Source: an optimization exercise on an open RTL-to-GDS flow (aim: small area, a short achievable clock period and few clock cycles). Production flows keep margins and buffers that such runs may drop. At most, simulation tests tie the RTL to the original design; equivalence was not proved.

// vnlp_engine
module vnlp_engine #(
   parameter int DW      = 24,
   parameter int AW      = 9,
   parameter int LW      = 7,
   parameter int ACCW    = 2*DW-1,
   parameter int LEN_MAX = 2**LW-1,
   parameter int NCY     = 8
) (
   input  logic                 clk,
   input  logic                 rst_n,
   input  logic                 START,
   input  logic [AW-1:0]        HEAD,
   input  logic                 NORM_MODE,
   output logic                 DONE,
   output logic [ACCW-1:0]      NORM2,
   output logic [LW-1:0]        LEN,
   output logic                 ERR,
   output logic                 SAT,
   output logic [AW-1:0]        rd_addr1,
   output logic [AW-1:0]        rd_addr2,
   input  logic [DW-1:0]        rd_data1,
   input  logic [DW-1:0]        rd_data2
);
For scale: ~110 flip-flops.
export LEC_CHECK = 0
export CAP_MARGIN = 20
export CORE_MARGIN = 2
export CORE_UTILIZATION = 60
export SLEW_MARGIN = 20
export SYNTH_HIERARCHICAL = 1
create_clock -name core_clock -period 10.0 [get_ports {clk}]
standard.sh (not shown) runs the stock make flow with config.mk's settings and CLKGATE_MAP_FILE= SYNTH_SCRIPT=/design/flow/synth_recipe.tcl, a recipe that flattens the netlist after the stock synthesis.
==> flow/flow/run.sh <==
#!/bin/bash
set -euo pipefail
MARGIN=$(cat flow/margin.txt)
PORTBUF=$(cat flow/portbuf.txt)
bash standard.sh SETUP_SLACK_MARGIN=$MARGIN "BUFFER_PORTS_ARGS=-buffer_cell $PORTBUF" finish > standard_flow.log 2>&1
==> flow/flow/margin.txt <==
5.5
==> flow/flow/portbuf.txt <==
sky130_fd_sc_hd__buf_1
Testbench counts at the start, summed over its fixed seeds: cycles 26,523.
==> next run, changes <==
--- a/flow/design.v
+++ b/flow/design.v
@@ -15,30 +15,30 @@
 module vnlp_ha (
    input  logic a,
    input  logic b,
    output logic s,
    output logic co
 );
    assign s  = a ^ b;
    assign co = a & b;
 endmodule
 module vnlp_mac (
-   input  logic [23:0] u_i,
+   input  logic [23:0] un_i,      
    input  logic        m2_i,
    input  logic        ml_i,
    input  logic [46:0] acc_i,
    input  logic [7:0]  cy_i,
    output logic [46:0] sum_o,
    output logic [7:0]  cy_o,
    output logic        ovf_o
 );
-   logic [23:0] u2;
+   logic [23:0] u_i, u2;
    logic [46:0] ra, rb;
    logic t0;
    logic t1;
    logic t2;
    logic t3;
    logic t4;
    logic t5;
    logic t6;
    logic t7;
    logic t8;
@@ -572,21 +572,22 @@
    logic t536;
    logic t537;
    logic t538;
    logic t539;
    logic t540;
    logic t541;
    logic t542;
    logic t543;
    logic t544;
    logic t545;
-   assign u2 = u_i & {24{m2_i}};
+   assign u_i = ~un_i;
+   assign u2  = u_i & {24{m2_i}};
    vnlp_ha u_ha0 (.a(acc_i[16]), .b((u2[1] & u2[14])), .s(t0), .co(t1));
    vnlp_ha u_ha1 (.a(acc_i[17]), .b((u2[1] & u2[15])), .s(t2), .co(t3));
    vnlp_fa u_fa0 (.a(acc_i[18]), .b((u2[1] & u2[16])), .c((u2[2] & u2[15])), .s(t4), .co(t5));
    vnlp_ha u_ha2 (.a((u2[3] & u2[14])), .b((u2[4] & u2[13])), .s(t6), .co(t7));
    vnlp_fa u_fa1 (.a(acc_i[19]), .b(cy_i[2]), .c((u2[1] & u2[17])), .s(t8), .co(t9));
    vnlp_fa u_fa2 (.a((u2[2] & u2[16])), .b((u2[3] & u2[15])), .c((u2[4] & u2[14])), .s(t10), .co(t11));
    vnlp_fa u_fa3 (.a(acc_i[20]), .b((u2[1] & u2[18])), .c((u2[2] & u2[17])), .s(t12), .co(t13));
    vnlp_fa u_fa4 (.a((u2[3] & u2[16])), .b((u2[4] & u2[15])), .c((u2[5] & u2[14])), .s(t14), .co(t15));
    vnlp_ha u_ha3 (.a((u2[6] & u2[13])), .b((u2[7] & u2[12])), .s(t16), .co(t17));
    vnlp_fa u_fa5 (.a(acc_i[21]), .b((u2[1] & u2[19])), .c((u2[2] & u2[18])), .s(t18), .co(t19));
@@ -932,21 +933,21 @@
 );
    logic            busy_q;      
    logic            v1_q;        
    logic            v2_q;        
    logic            fin_q;       
    logic [AW-1:0]   head_q;
    logic            mode_q;
    logic [LW-1:0]   len_q;
    logic            err_q;
    logic [AW-1:0]   p_q;         
-   logic [DW-1:0]   u_q;         
+   logic [DW-1:0]   un_q;        
    logic            m2_q, ml_q;
    logic [ACCW-1:0] acc_q;
    logic [NCY-1:0]  cy_q;        
    logic            sat_q;
    logic            fresh_q;     
    logic            start_ok, hit, last;
    logic [AW-1:0]   link;
    logic [DW-1:0]   mag;
    logic [ACCW-1:0] sum;
    logic [NCY-1:0]  cy;
@@ -976,30 +977,30 @@
    always_ff @(posedge clk) begin
       p_q <= rd_addr1 + 1'b1;
       if (start_ok) begin
          head_q <= HEAD;
          mode_q <= NORM_MODE;
          len_q  <= '0;
       end else if (busy_q) begin
          len_q  <= len_q + 1'b1;
          err_q  <= ~hit;
       end
-      u_q  <= mag;
+      un_q <= ~mag;
       m2_q <= v1_q & (mode_q == vnlp_pkg::MODE_L2SQ);
       ml_q <= v1_q & (mode_q == vnlp_pkg::MODE_L1);
       fresh_q <= start_ok;
       acc_q   <= sum;
       cy_q    <= cy;
       sat_q   <= (sat_q & ~fresh_q) | ovf;
    end
    vnlp_mac u_mac (
-      .u_i   (u_q),
+      .un_i  (un_q),
       .m2_i  (m2_q),
       .ml_i  (ml_q),
       .acc_i (acc_q & {ACCW{~fresh_q}}),
       .cy_i  (cy_q & {NCY{~fresh_q}}),
       .sum_o (sum),
       .cy_o  (cy),
       .ovf_o (ovf)
    );
    assign DONE  = fin_q & (sat_q | (cy_q == '0));
    assign NORM2 = acc_q | {ACCW{sat_q}};
Outcome:
- The new run passed the timing, design-rule and antenna checks
- non-clock buffer count shrinks by 2
- routed wire length shrinks by a little under a tenth
- die area shrinks by a few percent
- sequential share of layout area grows by 0.61 points
- global-route usage grows by 0.27 points
- register-to-register slack loses 0.13 ns
- area after synthesis shrinks by a few percent
Testbench counts after the change, summed over its fixed seeds: cycles 26,523.

vnlp_engine, a different RTL version from the one above (not shown whole).
Size: about 1200 cells after synthesis, ~110 flip-flops, ~140 I/O pins, roughly 0.013 mm^2 of cells after synthesis.
==> module vnlp_engine, before the edit <==
module vnlp_engine #(
   parameter int DW      = 24,
   parameter int AW      = 9,
   parameter int LW      = 7,
   parameter int ACCW    = 2*DW-1,
   parameter int LEN_MAX = 2**LW-1,
   parameter int NCY     = 5
) (
   input  logic                 clk,
   input  logic                 rst_n,
   input  logic                 START,
   input  logic [AW-1:0]        HEAD,
   input  logic                 NORM_MODE,
   output logic                 DONE,
   output logic [ACCW-1:0]      NORM2,
   output logic [LW-1:0]        LEN,
   output logic                 ERR,
   output logic                 SAT,
   output logic [AW-1:0]        rd_addr1,
   output logic [AW-1:0]        rd_addr2,
   input  logic [DW-1:0]        rd_data1,
   input  logic [DW-1:0]        rd_data2
);
   logic            busy_q;      
   logic            v1_q;        
   logic            v2_q;        
   logic            fin_q;       
   logic [AW-1:0]   head_q;
   logic            mode_q;
   logic [LW-1:0]   len_q;
   logic            err_q;
   logic [AW-1:0]   p_q;         
   logic [DW-1:0]   u_q;         
   logic            m2_q, ml_q;
   logic [ACCW-1:0] acc_q;
   logic [NCY-1:0]  cy_q;        
   logic            sat_q;
   logic            fresh_q;     
   logic            start_ok, hit, last;
   logic [AW-1:0]   link;
   logic [DW-1:0]   mag;
   logic [ACCW-1:0] sum;
   logic [NCY-1:0]  cy;
   logic            ovf;
   assign link     = rd_data1[AW-1:0];
   assign start_ok = START & ~busy_q & ~v1_q & ~v2_q;
   assign hit      = (link == head_q);
   assign last     = hit | (len_q == LW'(LEN_MAX-1));
   assign mag      = rd_data2[DW-1] ? -rd_data2 : rd_data2;
   vnlp_amux #(.W(AW)) u_amux (.sel_i(busy_q), .a_i(link), .b_i(HEAD), .y_o(rd_addr1));
   assign rd_addr2 = p_q;
   always_ff @(posedge clk or negedge rst_n) begin
      if (!rst_n) begin
         busy_q <= 1'b0;
         v1_q   <= 1'b0;
         v2_q   <= 1'b0;
         fin_q  <= 1'b0;
      end else begin
         if (start_ok)    busy_q <= 1'b1;
         else if (last)   busy_q <= 1'b0;
         v1_q <= busy_q;
         v2_q <= v1_q;
         if (start_ok)              fin_q <= 1'b0;
         else if (v2_q && !v1_q)    fin_q <= 1'b1;
      end
   end
   always_ff @(posedge clk) begin
      p_q <= rd_addr1 + 1'b1;
      if (start_ok) begin
         head_q <= HEAD;
         mode_q <= NORM_MODE;
         len_q  <= '0;
      end else if (busy_q) begin
         len_q  <= len_q + 1'b1;
         err_q  <= ~hit;
      end
      u_q  <= mag;
      m2_q <= v1_q & (mode_q == vnlp_pkg::MODE_L2SQ);
      ml_q <= v1_q & (mode_q == vnlp_pkg::MODE_L1);
      fresh_q <= start_ok;
      acc_q   <= sum;
      cy_q    <= cy;
      sat_q   <= (sat_q & ~fresh_q) | ovf;
   end
   vnlp_mac u_mac (
      .u_i   (u_q),
      .m2_i  (m2_q),
      .ml_i  (ml_q),
      .acc_i (acc_q & {ACCW{~fresh_q}}),
      .cy_i  (cy_q & {NCY{~fresh_q}}),
      .sum_o (sum),
      .cy_o  (cy),
      .ovf_o (ovf)
   );
   assign DONE  = fin_q & (sat_q | (cy_q == '0));
   assign NORM2 = acc_q | {ACCW{sat_q}};
   assign LEN   = len_q;
   assign ERR   = err_q;
   assign SAT   = sat_q;
endmodule
Settings: LEC_CHECK=0, CAP_MARGIN=20, CORE_MARGIN=2, CORE_UTILIZATION=40, SLEW_MARGIN=20, SYNTH_HIERARCHICAL=1; clock period 10.0 ns.
==> flow/flow/margin.txt <==
5.4
Scripts as last shown in full above: flow/flow/run.sh, flow/flow/portbuf.txt
Testbench counts at the start, summed over its fixed seeds: cycles 26,468.
Edit:
--- a/flow/design.v
+++ b/flow/design.v
@@ -906,19 +906,19 @@
    logic            busy_q;      
    logic            v1_q;        
    logic            v2_q;        
    logic            fin_q;       
+   logic [NCY-1:0]  cy_q;        
    logic [AW-1:0]   head_q;
    logic            mode_q;
    logic [LW-1:0]   len_q;
    logic            err_q;
    logic [AW-1:0]   p_q;         
    logic [DW-1:0]   u_q;         
    logic            m2_q, ml_q;
    logic [ACCW-1:0] acc_q;
-   logic [NCY-1:0]  cy_q;        
    logic            sat_q;
-   logic            fresh_q;     
+   logic            satd_q;      
    logic            start_ok, hit, last;
    logic [AW-1:0]   link;
    logic [DW-1:0]   mag;
    logic [ACCW-1:0] sum;
@@ -936,15 +936,17 @@
          busy_q <= 1'b0;
          v1_q   <= 1'b0;
          v2_q   <= 1'b0;
          fin_q  <= 1'b0;
+         cy_q   <= '0;
       end else begin
          if (start_ok)    busy_q <= 1'b1;
          else if (last)   busy_q <= 1'b0;
          v1_q <= busy_q;
          v2_q <= v1_q;
          if (start_ok)              fin_q <= 1'b0;
          else if (v2_q && !v1_q)    fin_q <= 1'b1;
+         cy_q <= cy & {NCY{~start_ok}};
       end
    end
    always_ff @(posedge clk) begin
       p_q <= rd_addr1 + 1'b1;
@@ -958,25 +960,24 @@
       end
       u_q  <= mag;
       m2_q <= v1_q & (mode_q == vnlp_pkg::MODE_L2SQ);
       ml_q <= v1_q & (mode_q == vnlp_pkg::MODE_L1);
-      fresh_q <= start_ok;
-      acc_q   <= sum;
-      cy_q    <= cy;
-      sat_q   <= (sat_q & ~fresh_q) | ovf;
+      acc_q <= (sum | {ACCW{sat_q}}) & {ACCW{~start_ok}};
+      sat_q <= (sat_q | ovf) & ~start_ok;
+      satd_q <= sat_q & ~start_ok;
    end
    vnlp_mac u_mac (
       .u_i   (u_q),
       .m2_i  (m2_q),
       .ml_i  (ml_q),
-      .acc_i (acc_q & {ACCW{~fresh_q}}),
-      .cy_i  (cy_q & {NCY{~fresh_q}}),
+      .acc_i (acc_q),
+      .cy_i  (cy_q),
       .sum_o (sum),
       .cy_o  (cy),
       .ovf_o (ovf)
    );
-   assign DONE  = fin_q & (sat_q | (cy_q == '0));
-   assign NORM2 = acc_q | {ACCW{sat_q}};
+   assign DONE  = fin_q & (sat_q ? satd_q : (cy_q == '0));
+   assign NORM2 = acc_q;
    assign LEN   = len_q;
    assign ERR   = err_q;
    assign SAT   = sat_q;
 endmodule
=> The changed run finished clean. Via count shrinks slightly. Sequential cell count stays the same. Die area decreases slightly. Worst setup slack loses 0.0095 ns. Final cell count decreases slightly. Worst hold slack improves by 0.016 ns.
Only the layout flow was run in the second run of this note; the RTL was not checked for function there.

[re-timing with driven ports]
The flow's constraints put no driver on any port. The routed layouts listed below were extracted and timed again, unchanged, in two steps. Step 1 (the two cells are an assumption about what drives the block):
set clk [get_ports {clk}]
set_driving_cell -lib_cell sky130_fd_sc_hd__clkbuf_16 $clk
set_driving_cell -lib_cell sky130_fd_sc_hd__buf_2 [delete_from_list [all_inputs] $clk]
Step 2 adds t to the input delays and takes it off the output delays; t is the mean of the earliest and latest rising clock arrival at the registers after step 1. Input paths then give back, and output paths get back, about the clock's delay inside the block. Slacks: no drivers / after step 1 / after step 2; pairs: no drivers / after step 1.
run | t, ns | slack for setup (ns) | clock arrival spread, ns | worst register clock-pin slew, ns | cell pins on the clock port's net
the first run of note 1 | 0.470 | 5.532 / 5.507 / 5.507 | 0.014 / 0.014 | 0.07 / 0.07 | 1
the second run of note 1 | 0.476 | 5.526 / 5.504 / 5.504 | 0.016 / 0.016 | 0.07 / 0.07 | 1
the first run of note 2 | 0.425 | 5.457 / 5.428 / 5.428 | 0.016 / 0.016 | 0.10 / 0.10 | 1
the second run of note 2 | 0.408 | 5.447 / 5.433 / 5.433 | 0.017 / 0.018 | 0.09 / 0.09 | 1
After both steps setup and hold are still met in every run listed. For the first run of note 2, which loses most, drivers alone change the setup slack by -0.029 ns; drivers and shift together by -0.029 ns.
